Background: an optimization exercise with open tools, aiming at small area, a short achievable clock period and few clock cycles per item. Do not read the settings as production practice.
Function was checked by simulation only, so behaviour that the tests miss may differ from the original.
No activity file was given, so power comes from the tool's default toggle rates.

**config.mk**
```make
export PLATFORM = sky130hd
export DESIGN_NAME = dcc_packet_decoder
export DESIGN_NICKNAME = dcc_packet_decoder
export VERILOG_FILES = /design/flow/design.v
export SDC_FILE = /design/flow/constraint.sdc
export NUM_CORES = 4
export LEC_CHECK = 0
export ABC_CLOCK_PERIOD_IN_PS = 3000
export CAP_MARGIN = 20
export CORE_MARGIN = 2
export CORE_UTILIZATION = 40
export SETUP_SLACK_MARGIN = 5
export SLEW_MARGIN = 20
```
**standard.sh**
```bash
#!/bin/bash
# synth_recipe.tcl (not shown) runs the flow's synth.tcl, then flattens the netlist and writes it again
# the make line also repeats each setting of config.mk as NAME=value (left out here)
make -C /OpenROAD-flow-scripts/flow DESIGN_CONFIG=/design/flow/config.mk WORK_HOME=/design/flow/orfs CLKGATE_MAP_FILE= SYNTH_SCRIPT=/design/flow/synth_recipe.tcl "${@:-finish}"
```
**constraint.sdc**
```tcl
create_clock -name core_clock -period 8.0 [get_ports {clk}]
set_input_delay 1.6000 -clock core_clock [delete_from_list [all_inputs] [get_ports {clk}]]
set_output_delay 1.6000 -clock core_clock [all_outputs]
set_load 0.01 [all_outputs]
```
**design.v**
```verilog
package dcc_pkg;
  localparam logic [31:0] ONE_MIN_RST  = 32'd52;
  localparam logic [31:0] ONE_MAX_RST  = 32'd64;
  localparam logic [30:0] ONE_SKEW_RST = 31'd6;
  localparam logic [31:0] ZERO_MIN_RST = 32'd90;
  localparam logic [31:0] ZERO_MAX_RST = 32'd10000;
  localparam logic [1:0] ST_AWAIT    = 2'd0;
  localparam logic [1:0] ST_COLLECT  = 2'd1;
  localparam logic [1:0] ST_RECEIVED = 2'd2;
  localparam logic [1:0] ST_ERROR    = 2'd3;
  localparam int PKT_EDGES = 54;
  localparam int PRE_ONES  = 10;
endpackage
module dcc_ctrl #(
  parameter int STAGES = 3    
) (
  input  logic       clk,
  input  logic       rst_n,
  input  logic       in_valid,
  output logic       in_ready,
  output logic       acc,         
  input  logic       res_v,       
  input  logic [1:0] res_st,      
  output logic       out_valid,
  input  logic       out_ready,
  output logic [1:0] out_status,
  output logic       out_is_rcv   
);
  localparam int QN = STAGES + 1;
  logic [1:0] q_r [QN];
  logic [2:0] qn_r;           
  logic [2:0] fl_r;           
  logic       in_ready_r, ov_r, q0_rcv_r;
  logic       take;
  logic [2:0] qm, fl_nxt;
  assign acc    = in_valid & in_ready_r;
  assign take   = ov_r & out_ready;
  assign qm     = qn_r - {2'b0, take};
  assign fl_nxt = fl_r - {2'b0, take} + {2'b0, acc};
  always_ff @(posedge clk) begin
    if (!rst_n) begin
      qn_r       <= '0;
      fl_r       <= '0;
      in_ready_r <= 1'b1;
      ov_r       <= 1'b0;
    end else begin
      qn_r       <= qm + {2'b0, res_v};
      fl_r       <= fl_nxt;
      ov_r       <= (qm != '0) || res_v;
      in_ready_r <= fl_nxt < 3'(QN);
    end
  end
  always_ff @(posedge clk) begin
    if (take) begin
      for (int i = 0; i < QN - 1; i++)
        q_r[i] <= q_r[i+1];
      q0_rcv_r <= q_r[1] == dcc_pkg::ST_RECEIVED;
    end
    if (res_v) begin
      for (int i = 0; i < QN; i++)
        if (qm == 3'(i))
          q_r[i] <= res_st;
      if (qm == '0)
        q0_rcv_r <= res_st == dcc_pkg::ST_RECEIVED;
    end
  end
  assign in_ready   = in_ready_r;
  assign out_valid  = ov_r;
  assign out_status = q_r[0];
  assign out_is_rcv = q0_rcv_r;
endmodule
module dcc_sub #(
  parameter int W = 32,
  parameter bit FAST = 1'b0   
) (
  input  logic [W-1:0] a,
  input  logic [W-1:0] b,
  output logic [W-1:0] d,
  output logic         nb
);
  localparam int L = $clog2(W);
  logic [W-1:0] p, g, gg, pp;
  if (FAST) begin : g_fast
    assign {nb, d} = {1'b1, a} - {1'b0, b};
  end else begin : g_prefix
  always_comb begin
    p  = ~(a ^ b);
    g  = a & ~b;
    g[0] = a[0] | ~b[0];        
    gg = g;
    pp = p;
    for (int l = 0; l < L; l++)
      for (int i = 0; i < W; i++)
        if ((i >> l) & 1) begin
          gg[i] = gg[i] | (pp[i] & gg[((i >> l) << l) - 1]);
          pp[i] = pp[i] & pp[((i >> l) << l) - 1];
        end
    d[0] = ~p[0];
    for (int i = 1; i < W; i++)
      d[i] = p[i] ^ gg[i-1];
    nb = gg[W-1];
  end
  end
endmodule
module dcc_ge #(
  parameter int W = 32
) (
  input  logic [W-1:0] a,
  input  logic [W-1:0] b,
  input  logic         ci,
  output logic         ge
);
  localparam int L = $clog2(W);
  logic [W-1:0] g, p;
  always_comb begin
    g = a & ~b;
    p = a | ~b;
    g[0] = g[0] | (p[0] & ci);
    for (int l = 0; l < L; l++)
      for (int i = 0; i < (W >> (l + 1)); i++) begin
        g[i] = g[2*i+1] | (p[2*i+1] & g[2*i]);
        p[i] = p[2*i+1] & p[2*i];
      end
    ge = g[0];
  end
endmodule
module dcc_dpath #(
  parameter bit SUB_FAST = 1'b0
) (
  input  logic        clk,
  input  logic        rst_n,
  input  logic        acc,
  input  logic        in_operation,
  input  logic [31:0] in_edge_time,
  input  logic        cfg_valid,
  input  logic [2:0]  cfg_index,
  input  logic [31:0] cfg_data,
  output logic        res_v,
  output logic [1:0]  res_st,
  output logic [23:0] pkt
);
  logic [31:0] one_min_r, one_max_r, zero_min_r, zero_max_r;
  logic [30:0] one_skew_r;
  logic [31:0] wd0, wd1;      
  logic [4:0]  we;
  assign wd0 = cfg_data & {32{rst_n}};
  assign wd1 = cfg_data | {32{!rst_n}};
  always_comb
    for (int i = 0; i < 5; i++)
      we[i] = !rst_n || (cfg_valid && cfg_index == 3'(i));
  function automatic logic [31:0] cfg_word(input logic [31:0] rv);
    for (int k = 0; k < 32; k++)
      cfg_word[k] = rv[k] ? wd1[k] : wd0[k];
  endfunction
  logic [31:0] skew_wd;
  assign skew_wd = cfg_word({1'b0, dcc_pkg::ONE_SKEW_RST});
  always_ff @(posedge clk) begin
    if (we[0]) one_min_r  <= cfg_word(dcc_pkg::ONE_MIN_RST);
    if (we[1]) one_max_r  <= cfg_word(dcc_pkg::ONE_MAX_RST);
    if (we[2]) one_skew_r <= skew_wd[30:0];
    if (we[3]) zero_min_r <= cfg_word(dcc_pkg::ZERO_MIN_RST);
    if (we[4]) zero_max_r <= cfg_word(dcc_pkg::ZERO_MAX_RST);
  end
  logic [31:0] t_in_r;
  logic        v0_r, op0_r;
  always_ff @(posedge clk) begin
    if (!rst_n)
      v0_r <= 1'b0;
    else
      v0_r <= acc;
  end
  always_ff @(posedge clk) begin
    t_in_r <= in_edge_time;
    op0_r  <= in_operation;
  end
  logic [31:0] t_r, d_r, d_a;
  logic        nb_r, va_r, opa_r, nb_a;
  dcc_sub #(.W(32), .FAST(SUB_FAST)) u_sub_a (.a(t_in_r), .b(t_r), .d(d_a), .nb(nb_a));
  always_ff @(posedge clk) begin
    if (!rst_n) begin
      t_r  <= '0;
      va_r <= 1'b0;
    end else begin
      va_r <= v0_r;
      if (v0_r && !op0_r)
        t_r <= t_in_r;
    end
  end
  always_ff @(posedge clk) begin
    opa_r <= op0_r;
    d_r   <= d_a;
    nb_r  <= nb_a;
  end
  logic [31:0] d1_r, x_b, u_r;
  logic        nb_b, ci_r, vb_r, opb_r, gtb_r, in1_r, in0_r;
  logic        ge1, le1, ge0, le0;
  dcc_sub #(.W(32), .FAST(SUB_FAST)) u_sub_b (.a(d1_r), .b(d_r), .d(x_b), .nb(nb_b));
  dcc_ge  #(.W(32)) u_ge1 (.a(d_r), .b(one_min_r),  .ci(1'b1), .ge(ge1));
  dcc_ge  #(.W(32)) u_le1 (.a(one_max_r), .b(d_r),  .ci(1'b1), .ge(le1));
  dcc_ge  #(.W(32)) u_ge0 (.a(d_r), .b(zero_min_r), .ci(1'b1), .ge(ge0));
  dcc_ge  #(.W(32)) u_le0 (.a(zero_max_r), .b(d_r), .ci(1'b1), .ge(le0));
  always_ff @(posedge clk) begin
    if (!rst_n)
      vb_r <= 1'b0;
    else
      vb_r <= va_r;
  end
  always_ff @(posedge clk) begin
    if (va_r && !opa_r)
      d1_r <= d_r;
  end
  always_ff @(posedge clk) begin
    opb_r <= opa_r;
    u_r   <= x_b ^ {32{!nb_b}};
    ci_r  <= nb_b;
    gtb_r <= nb_r && d_r != '0;
    in1_r <= ge1 && le1;
    in0_r <= ge0 && le0;
  end
  logic        p1_r, p0_r;    
  logic        skew_ok, is_one, is_zero, is_bad;
  dcc_ge #(.W(32)) u_skew (.a({1'b0, one_skew_r}), .b(u_r), .ci(ci_r), .ge(skew_ok));
  assign is_one  = p1_r && gtb_r && in1_r && skew_ok;
  assign is_zero = !is_one && p0_r && gtb_r && in0_r;
  assign is_bad  = !is_one && !is_zero;
  logic push;
  assign push = vb_r && !opb_r;
  always_ff @(posedge clk) begin
    if (!rst_n) begin
      p1_r <= 1'b0;
      p0_r <= 1'b0;
    end else if (push) begin
      p1_r <= gtb_r && in1_r;
      p0_r <= gtb_r && in0_r;
    end
  end
  logic [3:0] run_a_r, run_b_r;
  logic [1:0] st_r, st_nxt;
  logic [5:0] esc_r, esc_nxt;
  logic       fail_r, fail_nxt;
  logic [23:0] sr_r;
  logic       shift, last;
  always_comb begin
    st_nxt   = st_r;
    esc_nxt  = esc_r;
    fail_nxt = fail_r;
    shift    = 1'b0;
    last     = 1'b0;
    if (opb_r) begin
      st_nxt = dcc_pkg::ST_AWAIT;
    end else if (st_r == dcc_pkg::ST_AWAIT) begin
      if (is_zero && run_a_r == 4'(dcc_pkg::PRE_ONES)) begin
        st_nxt   = dcc_pkg::ST_COLLECT;
        esc_nxt  = '0;
        fail_nxt = 1'b0;
      end
    end else if (st_r == dcc_pkg::ST_COLLECT) begin
      esc_nxt = esc_r + 1'b1;
      if (!esc_nxt[0]) begin
        if (esc_nxt == 6'd18 || esc_nxt == 6'd36) begin
          if (!is_zero) fail_nxt = 1'b1;
        end else if (esc_nxt == 6'(dcc_pkg::PKT_EDGES)) begin
          if (!is_one) fail_nxt = 1'b1;
        end else begin
          if (is_bad) fail_nxt = 1'b1;
          shift = 1'b1;
        end
      end
      if (esc_nxt == 6'(dcc_pkg::PKT_EDGES)) begin
        last   = 1'b1;
        st_nxt = fail_nxt ? dcc_pkg::ST_ERROR : dcc_pkg::ST_RECEIVED;
      end
    end
  end
  always_ff @(posedge clk) begin
    if (!rst_n) begin
      run_a_r <= '0;
      run_b_r <= '0;
      st_r    <= dcc_pkg::ST_AWAIT;
      esc_r   <= '0;
      fail_r  <= 1'b0;
    end else if (vb_r) begin
      st_r   <= st_nxt;
      esc_r  <= esc_nxt;
      fail_r <= fail_nxt;
      if (!opb_r) begin
        run_a_r <= run_b_r;
        run_b_r <= !is_one ? 4'd0 :
                   (run_a_r == 4'(dcc_pkg::PRE_ONES)) ? run_a_r : run_a_r + 1'b1;
      end
    end
  end
  logic pend_r;
  always_ff @(posedge clk) begin
    if (vb_r && shift)
      pend_r <= is_one;
    if (vb_r && ((shift && esc_nxt != 6'd2) || last))
      sr_r <= {sr_r[22:0], pend_r};
  end
  assign res_v  = vb_r;
  assign res_st = st_nxt;
  assign pkt    = sr_r;
endmodule
module dcc_packet_decoder (
  input  logic        clk,
  input  logic        rst_n,
  input  logic        in_valid,
  output logic        in_ready,
  input  logic        in_operation,
  input  logic [31:0] in_edge_time,
  output logic        out_valid,
  input  logic        out_ready,
  output logic [1:0]  out_decoder_status,
  output logic [7:0]  out_address_byte,
  output logic [7:0]  out_instruction_byte,
  output logic [7:0]  out_check_byte,
  input  logic        cfg_valid,
  output logic        cfg_ready,
  input  logic [2:0]  cfg_index,
  input  logic [31:0] cfg_data
);
  logic        acc, res_v, out_is_rcv;
  logic [1:0]  res_st;
  logic [23:0] pkt;
  assign cfg_ready = 1'b1;
  dcc_ctrl #(
    .STAGES (4)
  ) u_ctrl (
    .clk        (clk),
    .rst_n      (rst_n),
    .in_valid   (in_valid),
    .in_ready   (in_ready),
    .acc        (acc),
    .res_v      (res_v),
    .res_st     (res_st),
    .out_valid  (out_valid),
    .out_ready  (out_ready),
    .out_status (out_decoder_status),
    .out_is_rcv (out_is_rcv)
  );
  dcc_dpath u_dpath (
    .clk          (clk),
    .rst_n        (rst_n),
    .acc          (acc),
    .in_operation (in_operation),
    .in_edge_time (in_edge_time),
    .cfg_valid    (cfg_valid),
    .cfg_index    (cfg_index),
    .cfg_data     (cfg_data),
    .res_v        (res_v),
    .res_st       (res_st),
    .pkt          (pkt)
  );
  assign {out_address_byte, out_instruction_byte, out_check_byte} =
    pkt & {24{out_is_rcv}};
endmodule
```
**flow/run.sh**
```bash
#!/bin/bash
# The standard layout, with plain buf_1 cells as the port buffers (the
# standard flow's buffer_ports picks a larger delay buffer); the repair
# steps still size them as timing needs.
set -euo pipefail
export BUFFER_PORTS_ARGS="-buffer_cell sky130_fd_sc_hd__buf_1"
bash standard.sh > standard.log 2>&1
```
==> results of run 1 <==
==> stage by stage <==
stage / area [µm²] / total power [W]
floorplan: 18200 / 0.00348
detailed placement: 19200 / 0.00380
global placement: 19200 / 0.00377
CTS: 21100 / 0.00586
global route: 21600 / 0.00622
finish: 21600 / 0.00592
==> flip-flops by register name, indices dropped and copies added (netlist names), 2 cells and up <==
signal	flops
u_ctrl.fl_r	3
u_ctrl.q_r	10
u_ctrl.qn_r	3
u_dpath.d1_r	32
u_dpath.d_r	32
u_dpath.esc_r	6
u_dpath.one_max_r	32
u_dpath.one_min_r	32
u_dpath.one_skew_r	31
u_dpath.run_a_r	4
u_dpath.run_b_r	4
u_dpath.sr_r	24
u_dpath.st_r	2
u_dpath.t_in_r	32
u_dpath.t_r	32
u_dpath.u_r	32
u_dpath.zero_max_r	32
u_dpath.zero_min_r	32
==> cells by family after synthesis <==
family                     count (synthesis)  synth area share [%]
and+or+nand+nor                          458                  12.9
DFF                                      393                  55.8
AOI/OAI and AO/OA                        354                  14.0
buffers and inverters                    195                  4.19
adders and majority gates                124                  8.52
xor gates and xnor gates                  81                  3.94
muxes                                      9                 0.542
other                                      1                0.0208
==> layer usage <==
| layer | up-vias | routed length [µm] | part of all wire [%] | GRT usage, % |
|---|---|---|---|---|
| met5 | - | 0 | 0 | 0 |
| met4 | 0 | 1040 | 2.5 | 5.50 |
| met3 | 62 | 2240 | 5.3 | 2.58 |
| met2 | 301 | 17900 | 42 | 26.5 |
| met1 | 5878 | 20900 | 50 | 26.7 |
| li1 | 6107 | - | - | - |
==> worst max path at each step <==
stage | cells after the start | startpoint | slack [ns] | endpoint
2_1_floorplan | 3 | rst_n | 4.81 | u_dpath.one_skew_r[0]$_DFFE_PP_
3_3_place_gp | 12 | u_dpath.d_r[2]$_DFF_P_ | 4.22 | u_dpath.u_r[7]$_DFF_P_
3_5_place_dp | 12 | u_dpath.d_r[2]$_DFF_P_ | 4.09 | u_dpath.u_r[6]$_DFF_P_
4_1_cts | 14 | u_dpath.t_in_r[0]$_DFF_P_ | 4.87 | u_dpath.d_r[22]$_DFF_P_
5_1_grt | 13 | u_dpath.one_skew_r[10]$_DFFE_PP_ | 4.73 | u_dpath.sr_r[15]$_DFFE_PP_
6_report | 13 | u_dpath.one_skew_r[10]$_DFFE_PP_ | 4.90 | u_dpath.sr_r[15]$_DFFE_PP_
==> what timing repair did <==
action | in CTS | in global routing
hold buffers | 0 | 0
endpoints found under the setup margin | 165 | 84
gates resized for setup | 62 | 69
endpoints found under the hold margin | 0 | 0
cloned | 4 | 1
buffers inserted | 21 | 21
pin swaps | 26 | 48
==> power by group <==
part / switching (W) / leakage, nW / internal (W)
Sequential: 0.000194 / 3.55 / 0.00241
Clock: 0.000784 / 0.680 / 0.00116
Combinational: 0.000715 / 3.80 / 0.000650
==> cell type report <==
cell class              count  share of cell area (%)
repair buffers            153                    4.36
inverters                 157                    2.84
clock buffers              59                    5.66
multi-input cells        1029                    36.2
flip-flops and latches    393                    46.7
well taps                 592                    3.43
clock inverters            17                   0.817
==> worst max-delay path: stages, from the launching register on <==
cell and delay, ns:
sky130_fd_sc_hd__edfxtp_1 0.40, sky130_fd_sc_hd__nor2b_4 0.06, sky130_fd_sc_hd__a2111oi_4 0.34, sky130_fd_sc_hd__nand4_1 0.18, sky130_fd_sc_hd__a21oi_2 0.16, sky130_fd_sc_hd__a22oi_2 0.11, sky130_fd_sc_hd__o211ai_1 0.38, sky130_fd_sc_hd__a211oi_2 0.12
sky130_fd_sc_hd__buf_4 0.18, sky130_fd_sc_hd__o311a_4 0.33, sky130_fd_sc_hd__a211oi_4 0.23, sky130_fd_sc_hd__buf_6 0.15, sky130_fd_sc_hd__o22ai_4 0.06, sky130_fd_sc_hd__buf_6 0.15
==> Yosys cell counts, types with 4 or more instances <==
| library cell | count | area [µm²] |
|---|---|---|
| sky130_fd_sc_hd__nand2_1 | 141 | 529 |
| sky130_fd_sc_hd__a21o_1 | 27 | 203 |
| sky130_fd_sc_hd__a221oi_1 | 7 | 61.3 |
| sky130_fd_sc_hd__a22oi_1 | 11 | 82.6 |
| sky130_fd_sc_hd__xor2_1 | 30 | 263 |
| sky130_fd_sc_hd__nor4_1 | 11 | 68.8 |
| sky130_fd_sc_hd__inv_1 | 144 | 541 |
| sky130_fd_sc_hd__o31ai_1 | 6 | 45.0 |
| sky130_fd_sc_hd__a211oi_1 | 16 | 120 |
| sky130_fd_sc_hd__mux2_2 | 6 | 67.6 |
| sky130_fd_sc_hd__a21oi_1 | 58 | 290 |
| sky130_fd_sc_hd__and2_1 | 70 | 438 |
| sky130_fd_sc_hd__edfxtp_1 | 218 | 6550 |
| sky130_fd_sc_hd__clkinv_1 | 11 | 41.3 |
| sky130_fd_sc_hd__buf_4 | 4 | 30.0 |
| sky130_fd_sc_hd__nor2b_1 | 38 | 238 |
| sky130_fd_sc_hd__a2bb2oi_1 | 4 | 35.0 |
| sky130_fd_sc_hd__clkbuf_1 | 33 | 124 |
| sky130_fd_sc_hd__nor2_1 | 62 | 233 |
| sky130_fd_sc_hd__o2111ai_1 | 8 | 70.1 |
| sky130_fd_sc_hd__o221ai_1 | 16 | 140 |
| sky130_fd_sc_hd__o21bai_1 | 6 | 45.0 |
| sky130_fd_sc_hd__a222oi_1 | 4 | 40.0 |
| sky130_fd_sc_hd__nor3b_1 | 5 | 37.5 |
| sky130_fd_sc_hd__a31oi_1 | 9 | 56.3 |
| sky130_fd_sc_hd__nor3_1 | 24 | 120 |
| sky130_fd_sc_hd__xnor2_1 | 51 | 447 |
| sky130_fd_sc_hd__ha_1 | 73 | 913 |
| sky130_fd_sc_hd__a31o_2 | 4 | 35.0 |
| sky130_fd_sc_hd__a21boi_0 | 41 | 308 |
| sky130_fd_sc_hd__o21ai_0 | 45 | 225 |
| sky130_fd_sc_hd__o211ai_1 | 7 | 52.6 |
| sky130_fd_sc_hd__or2_2 | 4 | 25.0 |
| sky130_fd_sc_hd__a32o_1 | 4 | 40.0 |
| sky130_fd_sc_hd__nand4_1 | 15 | 93.8 |
| sky130_fd_sc_hd__nand3_1 | 24 | 120 |
| sky130_fd_sc_hd__dfxtp_1 | 175 | 3500 |
| sky130_fd_sc_hd__maj3_1 | 40 | 400 |
| sky130_fd_sc_hd__o21a_1 | 12 | 90.1 |
| sky130_fd_sc_hd__nand2b_1 | 47 | 294 |
| sky130_fd_sc_hd__o41ai_1 | 4 | 35.0 |
| sky130_fd_sc_hd__and3_1 | 8 | 50.1 |
| sky130_fd_sc_hd__a22o_1 | 6 | 52.6 |
| sky130_fd_sc_hd__o22ai_1 | 22 | 138 |
| sky130_fd_sc_hd__fa_1 | 11 | 220 |
==> qor.tcl, run 1 <==
set qor(status) {timing/DRC/antenna clean}
set qor(yosys.cell_types.count) 77
set qor(crit_required_ns) 8.31
set qor(timing.final.crit_period_ns) 3.10
set qor(via_per_inst) 5.15
set qor(antenna_violating_nets_post_route) 0
set qor(synth-warning-count) 5
set qor(detailedPlace.worstSlack_ns) 4.09
set qor(max_clock_freq_mhz) 323
set qor(vias) 12300
set qor(die_h_um) 216
set qor(placeableCoreArea_um2) 44300
set qor(tritoncts) {done}
set qor(antennaDiodeCount) 0
set qor(post-dp-hpwl_um) 30200
set qor(clock_sink_count) 393
set qor(drive_gt1_share_pct) 14.3
set qor(start_kind) {flip-flop}
set qor(gpl.final_weighted_congestion) 0.847
set qor(first_pass_grt_wire_length_um) 65800
set qor(grt_util_all_layers_pct) 17.8
set qor(floorplan.die.width_um) 216
set qor(worst_hold_path.endpoint) {u_dpath.opb_r$_DFF_P_}
set qor(hold_start) {u_dpath.opa_r$_DFF_P_}
set qor(worst_r2r_path_depth) 13
set qor(post_layout_nonfiller_instances) 2400
set qor(drv.max_cap_violation_count) 0
set qor(clkSlewWorstSetupHoldPaths_ns) 0.06
set qor(worst_ir_drop_vdd_v) 0.000137
set qor(fin_worst_skew_ns) 0.0170
set qor(drt_pre_antenna_iters) 7
set qor(n_fill_cell) 3979
set qor(fin_tns_setup_ns) 0
set qor(initial_utilization_pct) 40.6
set qor(ctsRootBufferMaster) {sky130_fd_sc_hd__clkbuf_16}
set qor(num_io_pins) 102
set qor(worst_pin_slew_ns) 1.07
set qor(post-route-period-util_pct) 38.8
set qor(synthArstFlopShare_pct) 0
set qor(grt_antenna_before_repair) 0
set qor(design.final.nets) 1932
set qor(leading_cell_types_in_the_layout_fill_and_taps_excluded) {sky130_fd_sc_hd__edfxtp_1 (218), sky130_fd_sc_hd__dfxtp_1 (161), sky130_fd_sc_hd__nand2_1 (140)}
set qor(first_global_vias) 12000
set qor(seq_area_frac_synth_pct) 55.8
set qor(min-delay-path-class) {flip-flop to flip-flop}
set qor(postLayoutCoreUtil_pct) 48.7
set qor(number_of_flops_mapped_to_enable_cells_by_yosys) 218
set qor(fp.dieArea_um2) 46700
set qor(critical_path.reg2reg.startpoint) {u_dpath.one_skew_r[10]$_DFFE_PP_}
set qor(syn_to_final_growth_pct) 20.0
set qor(pwr_density_cell_nw_per_um2) 274
set qor(row_count) 77
set qor(max-clock-path-buffers) 3
set qor(ff_latch_area_um2) 10100
set qor(finalMaxSlewViolations) 0
set qor(cts_made_buffers) 41
set qor(grt_max_degree) 58
set qor(syn_avg_cell_area_um2) 11.1
set qor(postSynth.topFlopCell) {sky130_fd_sc_hd__edfxtp_1}
set qor(slew_headroom_pct) 28.4
set qor(flop_and_latch_count_out_of_synthesis) 393
set qor(maximum_level_of_the_cts_h_tree) 2
set qor(syn_area_um2) 18000
set qor(worstHoldPathCells) 0
set qor(post-route-worst-setup-slack_ns) 4.90
set qor(worstPathMaxFanout) 7
set qor(global_route.overflow_total) 0
set qor(layout.cells.most_common) {sky130_fd_sc_hd__edfxtp_1}
set qor(critical_path_at_ns) 3.42
set qor(rsz0062_at_grt) {true}
set qor(io_buffer_count) 100
set qor(detailedRoute.firstIterationViolations) 895
set qor(crit-reg2reg-capture) {u_dpath.sr_r[15]$_DFFE_PP_}
set qor(postSynthCellCount) 1615
set qor(ff2ff_setup_slack_ns) 4.90
set qor(multi_input_comb_area_um2) 7820
set qor(avgRoutedWirePerCell_um) 17.5
set qor(final_setup_fails) 0
set qor(synth_nets) 1772
set qor(hold_viol_final) 0
set qor(clkLatencyLatePin_ns) 0.54
set qor(place.detailed.instances) 2276
set qor(total_leakage_power_nw) 8.03
set qor(hold_ws_ns) 0.373
set qor(setup.worst_path.class) {flip-flop to flip-flop}
set qor(detailed_route_drc_error_count) 0
set qor(finalWirelength_um) 42100
set qor(worst_setup_path_end_kind) {flip-flop}
Testbench counts, summed over its fixed seeds: cycles 16,459, items 16,427.
==> run 2: changes to the inputs <==
--- a/config.mk
+++ b/config.mk
@@ -6,8 +6,11 @@
 export NUM_CORES = 4
 export LEC_CHECK = 0
-export ABC_CLOCK_PERIOD_IN_PS = 3000
+export ABC_CLOCK_PERIOD_IN_PS = 8000
 export CAP_MARGIN = 20
 export CORE_MARGIN = 2
 export CORE_UTILIZATION = 40
+export CTS_BUF_LIST = sky130_fd_sc_hd__clkbuf_16
+export CTS_CLUSTER_DIAMETER = 80
+export CTS_CLUSTER_SIZE = 24
 export SETUP_SLACK_MARGIN = 5
 export SLEW_MARGIN = 20
==> run 2 against run 1 <==
  * Wire length down 0.60%
  * Design area is 2.8% lower
  * First-iteration DRC count decreased by 0.34%
  * Critical path depth unchanged
  * Flip-flop and latch count stayed put
  * Count of clock-buffer cells in the layout decreased by 33
  * Via count shrank 0.84%
  * Synthesized cell count unchanged
  * Sequential share of layout area rose by 1.4 points
  * Setup slack improved by 0.043 ns
  * Hold slack gained 0.0089 ns
==> qor.tcl, run 2 <==
set qor(die_h_um) 216 ;# unchanged
set qor(layout.cells.most_common) {sky130_fd_sc_hd__edfxtp_1}
set qor(most_frequent_cells_after_synthesis) {sky130_fd_sc_hd__edfxtp_1 (218), sky130_fd_sc_hd__dfxtp_1 (175), sky130_fd_sc_hd__inv_1 (144)}
set qor(fp.dieArea_um2) 46700 ;# unchanged
set qor(antenna_violating_nets_post_route) 0 ;# unchanged
set qor(worst_ir_drop_vdd_v) 0.000207 ;# +51%
set qor(max_clock_freq_mhz) 327 ;# +1.4%
set qor(avgRoutedWirePerCell_um) 17.7 ;# +1.0%
set qor(first_global_vias) 11800 ;# -2.0%
set qor(synth_most_common_cell) {sky130_fd_sc_hd__edfxtp_1}
set qor(vias) 12200 ;# -0.84%
set qor(floorplan.die.width_um) 216 ;# unchanged
set qor(grt_util_all_layers_pct) 17.5 ;# -0.28 points
set qor(initial_utilization_pct) 40.6 ;# unchanged
set qor(syn_avg_cell_area_um2) 11.1 ;# unchanged
set qor(slew_headroom_pct) 27.7 ;# -0.76 points
set qor(critical_path_at_ns) 3.40 ;# -0.02 ns
set qor(num_io_pins) 102 ;# unchanged
set qor(leading_cell_types_in_the_layout_fill_and_taps_excluded) {sky130_fd_sc_hd__edfxtp_1 (218), sky130_fd_sc_hd__dfxtp_1 (157), sky130_fd_sc_hd__inv_1 (144)}
set qor(fin_worst_skew_ns) 0.0249 ;# +0.00794 ns
set qor(groute.layer.met2.usage_pct) 26.3 ;# -0.24 points
set qor(ctsRootBufferMaster) {sky130_fd_sc_hd__clkbuf_16}
set qor(clkSlewWorstSetupHoldPaths_ns) 0.09 ;# +0.03 ns
set qor(start_kind) {flip-flop}
set qor(synth_top_cell_area_share_pct) 36.4 ;# unchanged
set qor(synth_nets) 1772 ;# unchanged
set qor(rsz0062_at_grt) {true}
set qor(hold_viol_final) 0 ;# unchanged
set qor(netlist.top_cell.by_area) {sky130_fd_sc_hd__edfxtp_1}
set qor(cts_made_buffers) 23 ;# -44%
set qor(post-route-period-util_pct) 38.2 ;# -0.54 points
set qor(fin_tns_setup_ns) 0 ;# unchanged
set qor(flop_and_latch_count_out_of_synthesis) 393 ;# unchanged
set qor(drt_pre_antenna_iters) 5 ;# -2
set qor(postSynth.topFlopCell) {sky130_fd_sc_hd__edfxtp_1}
set qor(synthArstFlopShare_pct) 0 ;# unchanged
set qor(crit_required_ns) 8.35 ;# +0.04 ns
set qor(final_setup_fails) 0 ;# unchanged
set qor(use_met1_pct) 26.8 ;# +0.14 points
set qor(finalMaxSlewViolations) 0 ;# unchanged
set qor(timing.final.crit_period_ns) 3.06 ;# -0.0430 ns
set qor(number_of_flops_mapped_to_enable_cells_by_yosys) 218 ;# unchanged
set qor(grt_antenna_before_repair) 1 ;# +1
set qor(postSynthCellCount) 1615 ;# unchanged
set qor(max-clock-path-buffers) 3 ;# unchanged
set qor(drive_gt1_share_pct) 13.3 ;# -0.93 points
set qor(antennaDiodeCount) 0 ;# unchanged
set qor(status) {timing/DRC/antenna clean}
set qor(detailedRoute.firstIterationViolations) 892 ;# -0.34%
set qor(multi_input_comb_area_um2) 7840 ;# +0.26%
set qor(first_pass_grt_wire_length_um) 65000 ;# -1.2%
set qor(n_fill_cell) 4037 ;# +1.5%
set qor(drv.max_cap_violation_count) 0 ;# unchanged
set qor(synth-warning-count) 5 ;# unchanged
set qor(pwr_density_cell_nw_per_um2) 253 ;# -7.8%
set qor(place.detailed.instances) 2276 ;# unchanged
set qor(clkLatencyLatePin_ns) 0.56 ;# +0.02 ns
set qor(total_leakage_power_nw) 7.78 ;# -3.0%
set qor(io_buffer_count) 100 ;# unchanged
set qor(worst_pin_slew_ns) 1.08 ;# +0.0113 ns
set qor(worst_setup_path_end_kind) {flip-flop}
set qor(finalWirelength_um) 41800 ;# -0.60%
set qor(synth.area.top_cells) {sky130_fd_sc_hd__edfxtp_1 (36%), sky130_fd_sc_hd__dfxtp_1 (19%), sky130_fd_sc_hd__ha_1 (5.1%)}
set qor(ff_latch_area_um2) 10100 ;# about the same
set qor(setup.worst_path.class) {flip-flop to flip-flop}
set qor(yosys.cell_types.count) 77 ;# unchanged
set qor(post-layout-total-power_w) 0.00530 ;# -10%
set qor(via_per_inst) 5.19 ;# +0.80%
set qor(detailed_route_drc_error_count) 0 ;# unchanged
set qor(design.final.nets) 1909 ;# -1.2%
set qor(min-delay-path-class) {flip-flop to flip-flop}
set qor(post_layout_nonfiller_instances) 2361 ;# -1.6%
set qor(clock_sink_count) 393 ;# unchanged
set qor(hold_ws_ns) 0.382 ;# +0.00888 ns
set qor(syn_area_um2) 18000 ;# unchanged
set qor(gpl.final_weighted_congestion) 0.847 ;# unchanged
set qor(worstPathMaxFanout) 6 ;# -1
set qor(row_count) 77 ;# unchanged
set qor(grt_max_degree) 58 ;# unchanged
set qor(placeableCoreArea_um2) 44300 ;# unchanged
set qor(global_route.overflow_total) 0 ;# unchanged
set qor(syn_to_final_growth_pct) 16.6
set qor(seq_area_frac_synth_pct) 55.8 ;# unchanged
set qor(number_of_hold_repair_buffers_added_at_the_cts_stage) 0 ;# unchanged
set qor(grt_util_met3_pct) 2.04 ;# -0.55 points
set qor(maximum_level_of_the_cts_h_tree) 1 ;# -1
set qor(post-dp-hpwl_um) 30200 ;# unchanged
set qor(tritoncts) {done}
set qor(grt_most_used_layer) {met1}
==> run 2: worst paths after layout <==
path,startpoint,endpoint,slack [ns],cells after the start
worst max-delay path,u_dpath.one_skew_r[10]$_DFFE_PP_,u_dpath.sr_r[17]$_DFFE_PP_,4.94,13
worst min-delay path,u_dpath.op0_r$_DFF_P_,u_dpath.opa_r$_DFF_P_,0.38,0
worst max register to register,u_dpath.one_skew_r[10]$_DFFE_PP_,u_dpath.sr_r[17]$_DFFE_PP_,4.94,13
worst min register to register,u_dpath.op0_r$_DFF_P_,u_dpath.opa_r$_DFF_P_,0.38,0
==> run 2: power by group <==
| part | leakage [nW] | switching (W) | total [W] | internal, W |
|---|---|---|---|---|
| clock | 0.406 | 0.000705 | 0.00132 | 0.000610 |
| combinational | 3.83 | 0.000726 | 0.00139 | 0.000663 |
| sequential | 3.55 | 0.000189 | 0.00260 | 0.00241 |
==> run 2: cell families (layout without fill, tap and decap cells) <==
group	count (synthesis)	count (layout)	synth area share [%]
simple gates	458	458	12.9
flops	393	393	55.8
compound gates	354	356	14.0
buf+inv	195	347	4.19
fa+ha+maj	124	124	8.52
xor+xnor	81	81	3.94
mux	9	9	0.542
other cells	1	1	0.0208
==> run 2: worst max-delay path, stage by stage, from the launching register on <==
cell,delay [ns]
sky130_fd_sc_hd__edfxtp_1,0.42
sky130_fd_sc_hd__nor2b_4,0.06
sky130_fd_sc_hd__a2111oi_4,0.34
sky130_fd_sc_hd__nand4_1,0.17
sky130_fd_sc_hd__a21oi_2,0.16
sky130_fd_sc_hd__a22oi_2,0.11
sky130_fd_sc_hd__o211ai_1,0.35
sky130_fd_sc_hd__a211oi_2,0.12
sky130_fd_sc_hd__buf_4,0.18
sky130_fd_sc_hd__o311a_4,0.32
sky130_fd_sc_hd__a211oi_4,0.18
sky130_fd_sc_hd__buf_4,0.16
sky130_fd_sc_hd__o22ai_4,0.09
sky130_fd_sc_hd__buf_12,0.17
==> run 2: cell type report <==
cell class                 count  area share, %
clock buffer                  26           3.10
clock inverter                16          0.626
timing repair buffer         148           4.38
multi-input combinational   1029           37.4
tap                          592           3.53
sequential                   393           48.1
inverter                     157           2.92
==> run 2: what timing repair did <==
action                                 in CTS  in global routing
pin swaps                                  28                 38
endpoints found under the hold margin       0                  0
resized for setup                          62                 72
buffers inserted                           25                 13
setup endpoints to repair                 165                106
gates cloned                                4                  0
==> run 2: routing by layer <==
layer,vias up,part of all wire [%]
met5,-,0
met4,0,1.9
met3,42,5.5
met2,328,43
met1,5836,50
li1,6038,-
==> run 2: through the flow <==
stage / worst slack [ns] / utilization (%) / instance area [µm²]
CTS: 4.86 / 46.3 / 20500
floorplan: 4.81 / - / 18200
finish: 4.94 / 47.3 / 21000
detailed placement: 4.09 / 43.2 / 19200
global placement: 4.22 / 43.2 / 19200
global route: 4.75 / 47.3 / 21000
==> run 3: changes to the inputs <==
--- a/config.mk
+++ b/config.mk
@@ -9,5 +9,5 @@
 export CAP_MARGIN = 20
 export CORE_MARGIN = 2
-export CORE_UTILIZATION = 40
+export CORE_UTILIZATION = 60
 export CTS_BUF_LIST = sky130_fd_sc_hd__clkbuf_16
 export CTS_CLUSTER_DIAMETER = 80
==> run 3 against run 2 <==
  * Design area fell by 0.69%
  * Combinational power up 6%
  * Final cell count down 8.1%
  * Total power decreased by 2.2%
  * Count of clock-buffer cells in the layout shrank 4
  * Maximum frequency fell by 5.0%
  * Sequential share of layout area rose by 0.32 points
  * Critical endpoint is now u_dpath.sr_r[21]$_DFFE_PP_
==> qor.tcl, run 3 <==
set qor(status) {timing/DRC/antenna clean}
set qor(post-route-period-util_pct) 40.2 ;# +2.0 points
set qor(design.final.nets) 1924 ;# +0.79%
set qor(floorplan.die.width_um) 177 ;# -18%
set qor(postLayoutCoreUtil_pct) 70.5 ;# +23 points
set qor(row_count) 63 ;# -18%
set qor(post_layout_nonfiller_instances) 2170 ;# -8.1%
set qor(cts_made_buffers) 20 ;# -13%
set qor(netSwitchingFraction_pct) 30.7 ;# +0.11 points
set qor(min-delay-path-class) {flip-flop to flip-flop}
set qor(avgRoutedWirePerCell_um) 19.3 ;# +9.2%
set qor(clkLatencyLatePin_ns) 0.55 ;# about the same
set qor(drv.max_cap_violation_count) 0 ;# unchanged
set qor(syn_to_final_growth_pct) 15.8
set qor(synth.area.top_cells) {sky130_fd_sc_hd__edfxtp_1 (36%), sky130_fd_sc_hd__dfxtp_1 (19%), sky130_fd_sc_hd__ha_1 (5.1%)}
set qor(ff_latch_area_um2) 10100 ;# about the same
set qor(rsz0062_at_grt) {true}
set qor(clock_sink_count) 393 ;# unchanged
set qor(worstHoldPathCells) 0 ;# unchanged
set qor(place.detailed.instances) 2076 ;# -8.8%
set qor(worst_r2r_path_depth) 14 ;# +1
set qor(maximum_level_of_the_cts_h_tree) 1 ;# unchanged
set qor(detailedPlace.worstSlack_ns) 3.99 ;# -0.102 ns
set qor(crit_chain) {nor2b_2 > a2111oi_4 > nand4_1 > a21oi_2 > a22oi_2 > o211ai_1 > buf_4 > a211oi_2 > buf_4 > o311a_4 > a211oi_4 > buf_4 > o22ai_4 > clkbuf_16}
set qor(first_global_vias) 11700 ;# -0.76%
set qor(slew_headroom_pct) 51.3 ;# +24 points
set qor(synth-warning-count) 5 ;# unchanged
set qor(synth_top_cell_area_share_pct) 36.4 ;# unchanged
set qor(setup.worst_path.class) {flip-flop to flip-flop}
set qor(critical_path_at_ns) 3.53 ;# +0.13 ns
set qor(initial_utilization_pct) 60.9 ;# +20 points
set qor(syn_area_um2) 18000 ;# unchanged
set qor(fp.dieArea_um2) 31400 ;# -33%
set qor(worst_setup_path_end_kind) {flip-flop}
set qor(first_pass_grt_wire_length_um) 64200 ;# -1.2%
set qor(yosys.cell_types.count) 77 ;# unchanged
set qor(most_frequent_cells_after_synthesis) {sky130_fd_sc_hd__edfxtp_1 (218), sky130_fd_sc_hd__dfxtp_1 (175), sky130_fd_sc_hd__inv_1 (144)}
set qor(grt_max_degree) 75 ;# +29%
set qor(number_of_hold_repair_buffers_added_at_the_cts_stage) 0 ;# unchanged
set qor(fin_worst_skew_ns) 0.0326 ;# +0.00767 ns
set qor(netlist.top_cell.by_area) {sky130_fd_sc_hd__edfxtp_1}
set qor(start_kind) {flip-flop}
set qor(clkSlewWorstSetupHoldPaths_ns) 0.09 ;# about the same
set qor(die_h_um) 177 ;# -18%
set qor(placeableCoreArea_um2) 29600 ;# -33%
set qor(max_clock_freq_mhz) 311 ;# -5.0%
set qor(combinationalPowerShare_pct) 28.3 ;# +2.1 points
set qor(grt_antenna_before_repair) 0 ;# -1
set qor(fin_tns_setup_ns) 0 ;# unchanged
set qor(finalMaxSlewViolations) 0 ;# unchanged
set qor(number_of_flops_mapped_to_enable_cells_by_yosys) 218 ;# unchanged
set qor(final_setup_fails) 0 ;# unchanged
set qor(clkPwrFrac_pct) 21.6 ;# -3.2 points
set qor(power_frac_seq_pct) 50.1 ;# +1.1 points
set qor(syn_avg_cell_area_um2) 11.1 ;# unchanged
set qor(synthArstFlopShare_pct) 0 ;# unchanged
set qor(gpl.final_weighted_congestion) 0.876 ;# +3.4%
set qor(seq_area_frac_synth_pct) 55.8 ;# unchanged
set qor(crit-reg2reg-capture) {u_dpath.sr_r[21]$_DFFE_PP_}
set qor(post-layout-total-power_w) 0.00518 ;# -2.2%
set qor(antenna_violating_nets_post_route) 0 ;# unchanged
set qor(use_met1_pct) 40.1 ;# +13 points
set qor(groute.layer.met2.usage_pct) 40.8 ;# +15 points
set qor(n_fill_cell) 2236 ;# -45%
set qor(ff2ff_setup_slack_ns) 4.78 ;# -0.16 ns
set qor(grt_util_all_layers_pct) 26.4 ;# +8.9 points
set qor(multi_input_comb_area_um2) 8000 ;# +2.0%
set qor(synth_most_common_cell) {sky130_fd_sc_hd__edfxtp_1}
set qor(critical-path-slowest-cell) {sky130_fd_sc_hd__a2111oi_4}
set qor(p_switching_w) 0.00159 ;# -1.8%
set qor(postSynthCellCount) 1615 ;# unchanged
set qor(detailedRoute.firstIterationViolations) 1044 ;# +17%
set qor(tritoncts) {done}
set qor(num_io_pins) 102 ;# unchanged
set qor(timing.critical_path.from) {u_dpath.u_r[10]$_DFF_P_}
set qor(vias) 12500 ;# +2.2%
set qor(global_route.overflow_total) 0 ;# unchanged
set qor(drt_pre_antenna_iters) 5 ;# unchanged
set qor(hold_viol_final) 0 ;# unchanged
set qor(crit_required_ns) 8.32 ;# -0.03 ns
set qor(worst_ir_drop_vdd_v) 0.000224 ;# +8.4%
set qor(timing.final.crit_period_ns) 3.22 ;# +0.162 ns
set qor(antennaDiodeCount) 0 ;# unchanged
set qor(flop_and_latch_count_out_of_synthesis) 393 ;# unchanged
set qor(power.internal_w) 0.00360 ;# -2.4%
set qor(pwr_density_cell_nw_per_um2) 249 ;# -1.5%
set qor(critical_path.reg2reg.startpoint) {u_dpath.u_r[10]$_DFF_P_}
set qor(io_buffer_count) 100 ;# unchanged
set qor(grt_util_met3_pct) 3.57 ;# +1.5 points
set qor(finalWirelength_um) 42000 ;# +0.34%
set qor(hold_start) {u_dpath.opa_r$_DFF_P_}
set qor(layout.cells.most_common) {sky130_fd_sc_hd__edfxtp_1}
set qor(worstPathMaxFanout) 6 ;# unchanged
set qor(leading_cell_types_in_the_layout_fill_and_taps_excluded) {sky130_fd_sc_hd__edfxtp_1 (218), sky130_fd_sc_hd__dfxtp_1 (155), sky130_fd_sc_hd__inv_1 (148)}
set qor(worst_hold_path.endpoint) {u_dpath.opb_r$_DFF_P_}
set qor(total_leakage_power_nw) 7.78 ;# about the same
set qor(ctsRootBufferMaster) {sky130_fd_sc_hd__clkbuf_16}
set qor(grt_most_used_layer) {met2}
set qor(post-route-worst-setup-slack_ns) 4.78 ;# -0.162 ns
set qor(via_per_inst) 5.77 ;# +11%
set qor(max-clock-path-buffers) 3 ;# unchanged
set qor(path_common_cell) {sky130_fd_sc_hd__buf_4}
set qor(detailed_route_drc_error_count) 0 ;# unchanged
set qor(worst_pin_slew_ns) 0.712 ;# -0.368 ns
set qor(postSynth.topFlopCell) {sky130_fd_sc_hd__edfxtp_1}
set qor(synth_nets) 1772 ;# unchanged
set qor(post-dp-hpwl_um) 28400 ;# -5.9%
set qor(drive_gt1_share_pct) 13.9 ;# +0.54 points
set qor(critPathMaxStageDelay_ns) 0.33 ;# -0.09 ns
run 3: area by class of cell:
class | count | area share [%]
multi-input combinational | 1029 | 38.4
tap | 390 | 2.34
clock buffer | 22 | 2.64
clock inverter | 13 | 0.258
timing repair buffer | 166 | 5.02
sequential | 393 | 48.4
inverter | 157 | 2.95
run 3: cells by family after synthesis:
| group | count (synthesis) | share of synthesized area (%) |
|---|---|---|
| muxes | 9 | 0.542 |
| DFF | 393 | 55.8 |
| adders and majority gates | 124 | 8.52 |
| other | 1 | 0.0208 |
| AOI/OAI and AO/OA | 354 | 14.0 |
| xor gates and xnor gates | 81 | 3.94 |
| and+or+nand+nor | 458 | 12.9 |
| buffers and inverters | 195 | 4.19 |
run 3: power groups by stage:
stage	logic (W)	registers (W)	clock network [W]
2_1_floorplan	0.000920	0.00256	0
3_3_place_gp	0.00116	0.00263	0
3_5_place_dp	0.00119	0.00264	0
4_1_cts	0.00134	0.00259	0.00115
5_1_grt	0.00161	0.00262	0.00121
6_report	0.00147	0.00260	0.00112
run 3: worst max-delay path by stage:
stage               cells past startpoint                         endpoint  slack [ns]
finish                                 14       u_dpath.sr_r[21]$_DFFE_PP_        4.78
global route                           14       u_dpath.sr_r[21]$_DFFE_PP_        4.64
CTS                                    13       u_dpath.sr_r[20]$_DFFE_PP_        4.76
detailed placement                     12          u_dpath.u_r[19]$_DFF_P_        3.99
global placement                       12          u_dpath.u_r[11]$_DFF_P_        4.16
floorplan                               3  u_dpath.one_skew_r[0]$_DFFE_PP_        4.81
run 3: metal layers:
layer / part of all wire (%) / wire length (µm) / up-vias
met4: 1.9 / 803 / 0
li1: - / - / 6065
met5: 0 / 0 / -
met2: 44 / 18600 / 371
met3: 5.8 / 2420 / 42
met1: 48 / 20100 / 6041
run 3: critical path: cells and delay by family (launching register included):
family / cells / cell delay, ns
DFF: 1 / 0.31
and+or+nand+nor: 2 / 0.41
AOI/OAI and AO/OA: 8 / 1.56
buffers and inverters: 4 / 0.70
run 3: stage by stage:
stage,cell area (µm²),hold slack (ns)
after floorplan,18200,0.331
after global placement,18900,0.367
after detailed placement,18900,0.370
after CTS,20200,0.375
after global routing,20800,0.384
final,20800,0.376
run 3: what timing repair did:
| item | in CTS | in global routing |
|---|---|---|
| gates cloned | 3 | 1 |
| resized for setup | 71 | 82 |
| pin swaps | 30 | 44 |
| setup endpoints to repair | 108 | 180 |
| setup buffers | 32 | 23 |
==> run 4: changes to the inputs <==
--- a/config.mk
+++ b/config.mk
@@ -6,8 +6,8 @@
 export NUM_CORES = 4
 export LEC_CHECK = 0
-export ABC_CLOCK_PERIOD_IN_PS = 8000
+export ABC_CLOCK_PERIOD_IN_PS = 3000
 export CAP_MARGIN = 20
 export CORE_MARGIN = 2
-export CORE_UTILIZATION = 60
+export CORE_UTILIZATION = 40
 export CTS_BUF_LIST = sky130_fd_sc_hd__clkbuf_16
 export CTS_CLUSTER_DIAMETER = 80
==> run 4 against run 3 <==
  * Synthesized area unchanged
  * Count of clock-buffer cells in the layout increased by 4
  * Via count decreased by 2.2%
  * Wire length decreased by 0.34%
  * Combinational power decreased by 5%
  * Critical endpoint is now u_dpath.sr_r[17]$_DFFE_PP_
  * Largest cell class unchanged
  * Highest routed layer unchanged
==> qor.tcl, run 4 <==
set qor(critical_path_at_ns) 3.40 ;# -0.13 ns
set qor(global_route.overflow_total) 0 ;# unchanged
set qor(clock_sink_count) 393 ;# unchanged
set qor(min-delay-path-class) {flip-flop to flip-flop}
set qor(pwr_density_cell_nw_per_um2) 253 ;# +1.5%
set qor(floorplan.die.width_um) 216 ;# +22%
set qor(power_frac_seq_pct) 49.0 ;# -1.1 points
set qor(crit_chain) {nor2b_4 > a2111oi_4 > nand4_1 > a21oi_2 > a22oi_2 > o211ai_1 > a211oi_2 > buf_4 > o311a_4 > a211oi_4 > buf_4 > o22ai_4 > buf_12}
set qor(row_count) 77 ;# +22%
set qor(first_pass_grt_wire_length_um) 65000 ;# +1.3%
set qor(post-dp-hpwl_um) 30200 ;# +6.3%
set qor(syn_area_um2) 18000 ;# unchanged
set qor(power.internal_w) 0.00368 ;# +2.4%
set qor(synthArstFlopShare_pct) 0 ;# unchanged
set qor(seq_area_frac_synth_pct) 55.8 ;# unchanged
set qor(worst_ir_drop_vdd_v) 0.000207 ;# -7.8%
set qor(drive_gt1_share_pct) 13.3 ;# -0.54 points
set qor(cts_made_buffers) 23 ;# +15%
set qor(maximum_level_of_the_cts_h_tree) 1 ;# unchanged
set qor(postSynth.topFlopCell) {sky130_fd_sc_hd__edfxtp_1}
set qor(first_global_vias) 11800 ;# +0.77%
set qor(total_leakage_power_nw) 7.78 ;# about the same
set qor(vias) 12200 ;# -2.2%
set qor(grt_antenna_before_repair) 1 ;# +1
set qor(finalMaxSlewViolations) 0 ;# unchanged
set qor(worstHoldPathCells) 0 ;# unchanged
set qor(drv.max_cap_violation_count) 0 ;# unchanged
set qor(final_setup_fails) 0 ;# unchanged
set qor(start_kind) {flip-flop}
set qor(worst_pin_slew_ns) 1.08 ;# +0.368 ns
set qor(die_h_um) 216 ;# +22%
set qor(p_switching_w) 0.00162 ;# +1.9%
set qor(crit_cells) 13 ;# -1
set qor(fin_tns_setup_ns) 0 ;# unchanged
set qor(antenna_violating_nets_post_route) 0 ;# unchanged
set qor(clkLatencyLatePin_ns) 0.56 ;# about the same
set qor(netlist.top_cell.by_area) {sky130_fd_sc_hd__edfxtp_1}
set qor(placeableCoreArea_um2) 44300 ;# +50%
set qor(worst_r2r_path_depth) 13 ;# -1
set qor(crit_required_ns) 8.35 ;# +0.03 ns
set qor(via_per_inst) 5.19 ;# -10%
set qor(ctsRootBufferMaster) {sky130_fd_sc_hd__clkbuf_16}
set qor(path_delay_family) {compound AO/OA/AOI/OAI gates}
set qor(grt_max_degree) 58 ;# -23%
set qor(worstPathMaxFanout) 6 ;# unchanged
set qor(tritoncts) {done}
set qor(fp.dieArea_um2) 46700 ;# +49%
set qor(max_clock_freq_mhz) 327 ;# +5.3%
set qor(critical-path-slowest-cell) {sky130_fd_sc_hd__edfxtp_1}
set qor(yosys.cell_types.count) 77 ;# unchanged
set qor(rsz0062_at_grt) {true}
set qor(post-layout-total-power_w) 0.00530 ;# +2.3%
set qor(most_frequent_cells_after_synthesis) {sky130_fd_sc_hd__edfxtp_1 (218), sky130_fd_sc_hd__dfxtp_1 (175), sky130_fd_sc_hd__inv_1 (144)}
set qor(drt_pre_antenna_iters) 5 ;# unchanged
set qor(setup.worst_path.class) {flip-flop to flip-flop}
set qor(synth_top_cell_area_share_pct) 36.4 ;# unchanged
set qor(avgRoutedWirePerCell_um) 17.7 ;# -8.4%
set qor(path_common_cell) {sky130_fd_sc_hd__buf_4}
set qor(hold_viol_final) 0 ;# unchanged
set qor(finish.instance_area_um2) 21000 ;# +0.70%
set qor(grt_util_all_layers_pct) 17.5 ;# -8.9 points
set qor(hold_ws_ns) 0.382 ;# +0.00551 ns
set qor(placed_area_um2) 19200 ;# +1.3%
set qor(status) {timing/DRC/antenna clean}
set qor(synth.area.top_cells) {sky130_fd_sc_hd__edfxtp_1 (36%), sky130_fd_sc_hd__dfxtp_1 (19%), sky130_fd_sc_hd__ha_1 (5.1%)}
set qor(timing.final.crit_period_ns) 3.06 ;# -0.162 ns
set qor(gpl.final_weighted_congestion) 0.847 ;# -3.3%
set qor(io_buffer_count) 100 ;# unchanged
set qor(number_of_hold_repair_buffers_added_at_the_cts_stage) 0 ;# unchanged
set qor(layout.cells.most_common) {sky130_fd_sc_hd__edfxtp_1}
set qor(worst_setup_path_end_kind) {flip-flop}
set qor(detailed_route_drc_error_count) 0 ;# unchanged
set qor(netSwitchingFraction_pct) 30.5 ;# -0.11 points
set qor(post-route-period-util_pct) 38.2 ;# -2.0 points
set qor(design.final.nets) 1909 ;# -0.78%
set qor(max-clock-path-buffers) 3 ;# unchanged
set qor(clkPwrFrac_pct) 24.8 ;# +3.2 points
set qor(leading_cell_types_in_the_layout_fill_and_taps_excluded) {sky130_fd_sc_hd__edfxtp_1 (218), sky130_fd_sc_hd__dfxtp_1 (157), sky130_fd_sc_hd__inv_1 (144)}
set qor(synth-warning-count) 5 ;# unchanged
set qor(flop_and_latch_count_out_of_synthesis) 393 ;# unchanged
set qor(slew_headroom_pct) 27.7 ;# -24 points
set qor(fin_worst_skew_ns) 0.0249 ;# -0.00767 ns
set qor(finalWirelength_um) 41800 ;# -0.34%
set qor(critPathMaxStageDelay_ns) 0.42 ;# +0.09 ns
set qor(syn_to_final_growth_pct) 16.6
set qor(postSynthCellCount) 1615 ;# unchanged
set qor(number_of_flops_mapped_to_enable_cells_by_yosys) 218 ;# unchanged
set qor(synth_nets) 1772 ;# unchanged
set qor(synth_most_common_cell) {sky130_fd_sc_hd__edfxtp_1}
set qor(num_io_pins) 102 ;# unchanged
set qor(initial_utilization_pct) 40.6 ;# -20 points
set qor(clkSlewWorstSetupHoldPaths_ns) 0.09 ;# about the same
set qor(syn_avg_cell_area_um2) 11.1 ;# unchanged
set qor(combinationalPowerShare_pct) 26.2 ;# -2.1 points
set qor(detailedRoute.firstIterationViolations) 892 ;# -15%
set qor(antennaDiodeCount) 0 ;# unchanged
set qor(cp.buffers_inverters) 3 ;# -1
run 4: logic make-up after synthesis:
kind of cell / Yosys count / synth area share [%]
compound gates: 354 / 14.0
xor+xnor: 81 / 3.94
fa+ha+maj: 124 / 8.52
buf+inv: 195 / 4.19
flops: 393 / 55.8
mux: 9 / 0.542
other cells: 1 / 0.0208
simple gates: 458 / 12.9
run 4: metal layers:
layer / part of all wire [%] / track usage (%) / vias to the layer above
met5: 0 / 0 / -
met4: 1.9 / 4.45 / 0
met1: 50 / 26.8 / 5836
met3: 5.5 / 2.04 / 42
li1: - / - / 6038
met2: 43 / 26.3 / 328
run 4: worst paths after layout:
check	from	to	slack [ns]
worst max-delay path	u_dpath.one_skew_r[10]$_DFFE_PP_	u_dpath.sr_r[17]$_DFFE_PP_	4.94
worst min-delay path	u_dpath.op0_r$_DFF_P_	u_dpath.opa_r$_DFF_P_	0.38
worst max register to register	u_dpath.one_skew_r[10]$_DFFE_PP_	u_dpath.sr_r[17]$_DFFE_PP_	4.94
worst min register to register	u_dpath.op0_r$_DFF_P_	u_dpath.opa_r$_DFF_P_	0.38
run 4: what timing repair did:
item | in CTS | in global routing
endpoints found under the setup margin | 165 | 106
pin swaps | 28 | 38
resized for setup | 62 | 72
setup buffers | 25 | 13
gates cloned | 4 | 0
run 4: area by class of cell:
class	instances	area, µm²
clock inverter	16	131
clock buffer	26	651
tap	592	741
timing repair buffer	148	918
inverter	157	612
fill	4037	23300
sequential	393	10100
multi-input combinational	1029	7840
run 4: power groups by stage:
stage	logic [W]	registers, W	clock network [W]
after floorplan	0.000920	0.00256	0
after global placement	0.00114	0.00263	0
after detailed placement	0.00116	0.00264	0
after CTS	0.00126	0.00260	0.00135
after global routing	0.00154	0.00263	0.00142
final	0.00139	0.00260	0.00132
run 4: worst register-to-register path: stages (launching register included):
cell                        delay (ns)
sky130_fd_sc_hd__edfxtp_1         0.42
sky130_fd_sc_hd__nor2b_4          0.06
sky130_fd_sc_hd__a2111oi_4        0.34
sky130_fd_sc_hd__nand4_1          0.17
sky130_fd_sc_hd__a21oi_2          0.16
sky130_fd_sc_hd__a22oi_2          0.11
sky130_fd_sc_hd__o211ai_1         0.35
sky130_fd_sc_hd__a211oi_2         0.12
sky130_fd_sc_hd__buf_4            0.18
sky130_fd_sc_hd__o311a_4          0.33
sky130_fd_sc_hd__a211oi_4         0.18
sky130_fd_sc_hd__buf_4            0.16
sky130_fd_sc_hd__o22ai_4          0.09
sky130_fd_sc_hd__buf_12           0.17
run 4: stage by stage:
| stage | instances | util, % | setup WS, ns |
|---|---|---|---|
| 2_1_floorplan | 1615 | - | 4.81 |
| 4_1_cts | 2347 | 46.3 | 4.86 |
| 6_report | 2361 | 47.3 | 4.94 |
| 5_1_grt | 2361 | 47.3 | 4.75 |
| 3_3_place_gp | 2276 | 43.2 | 4.22 |
| 3_5_place_dp | 2276 | 43.2 | 4.09 |

-- separate check: timing with driven ports --
The flow's constraints put no driver on any port. The routed layouts listed below were extracted and timed again, unchanged, in two steps.
Step 1 (the two cells are an assumption about what drives the block):
set clk [get_ports {clk}]
set_driving_cell -lib_cell sky130_fd_sc_hd__clkbuf_16 $clk
set_driving_cell -lib_cell sky130_fd_sc_hd__buf_2 [delete_from_list [all_inputs] $clk]
Step 2 adds t to the input delays and takes it off the output delays; t is the mean of the earliest and latest rising clock arrival at the registers after step 1. Input paths then give back, and output paths get back, about the clock's delay inside the block.
Three values: ideal ports, drivers, drivers and shift; two values: the first two.
run | shift t [ns] | setup WS [ns] | worst register clock-pin slew, ns | worst data-port slew with drivers (ns)
run 1 | 0.585 | 4.899 / 4.899 / 4.622 | 0.06 / 0.06 | 0.07
run 2 | 0.601 | 4.942 / 4.942 / 4.624 | 0.10 / 0.10 | 0.07
run 3 | 0.583 | 4.780 / 4.780 / 4.725 | 0.10 / 0.10 | 0.04
run 4 | 0.601 | 4.942 / 4.942 / 4.624 | 0.10 / 0.10 | 0.07
After both steps every run listed still meets setup and hold.
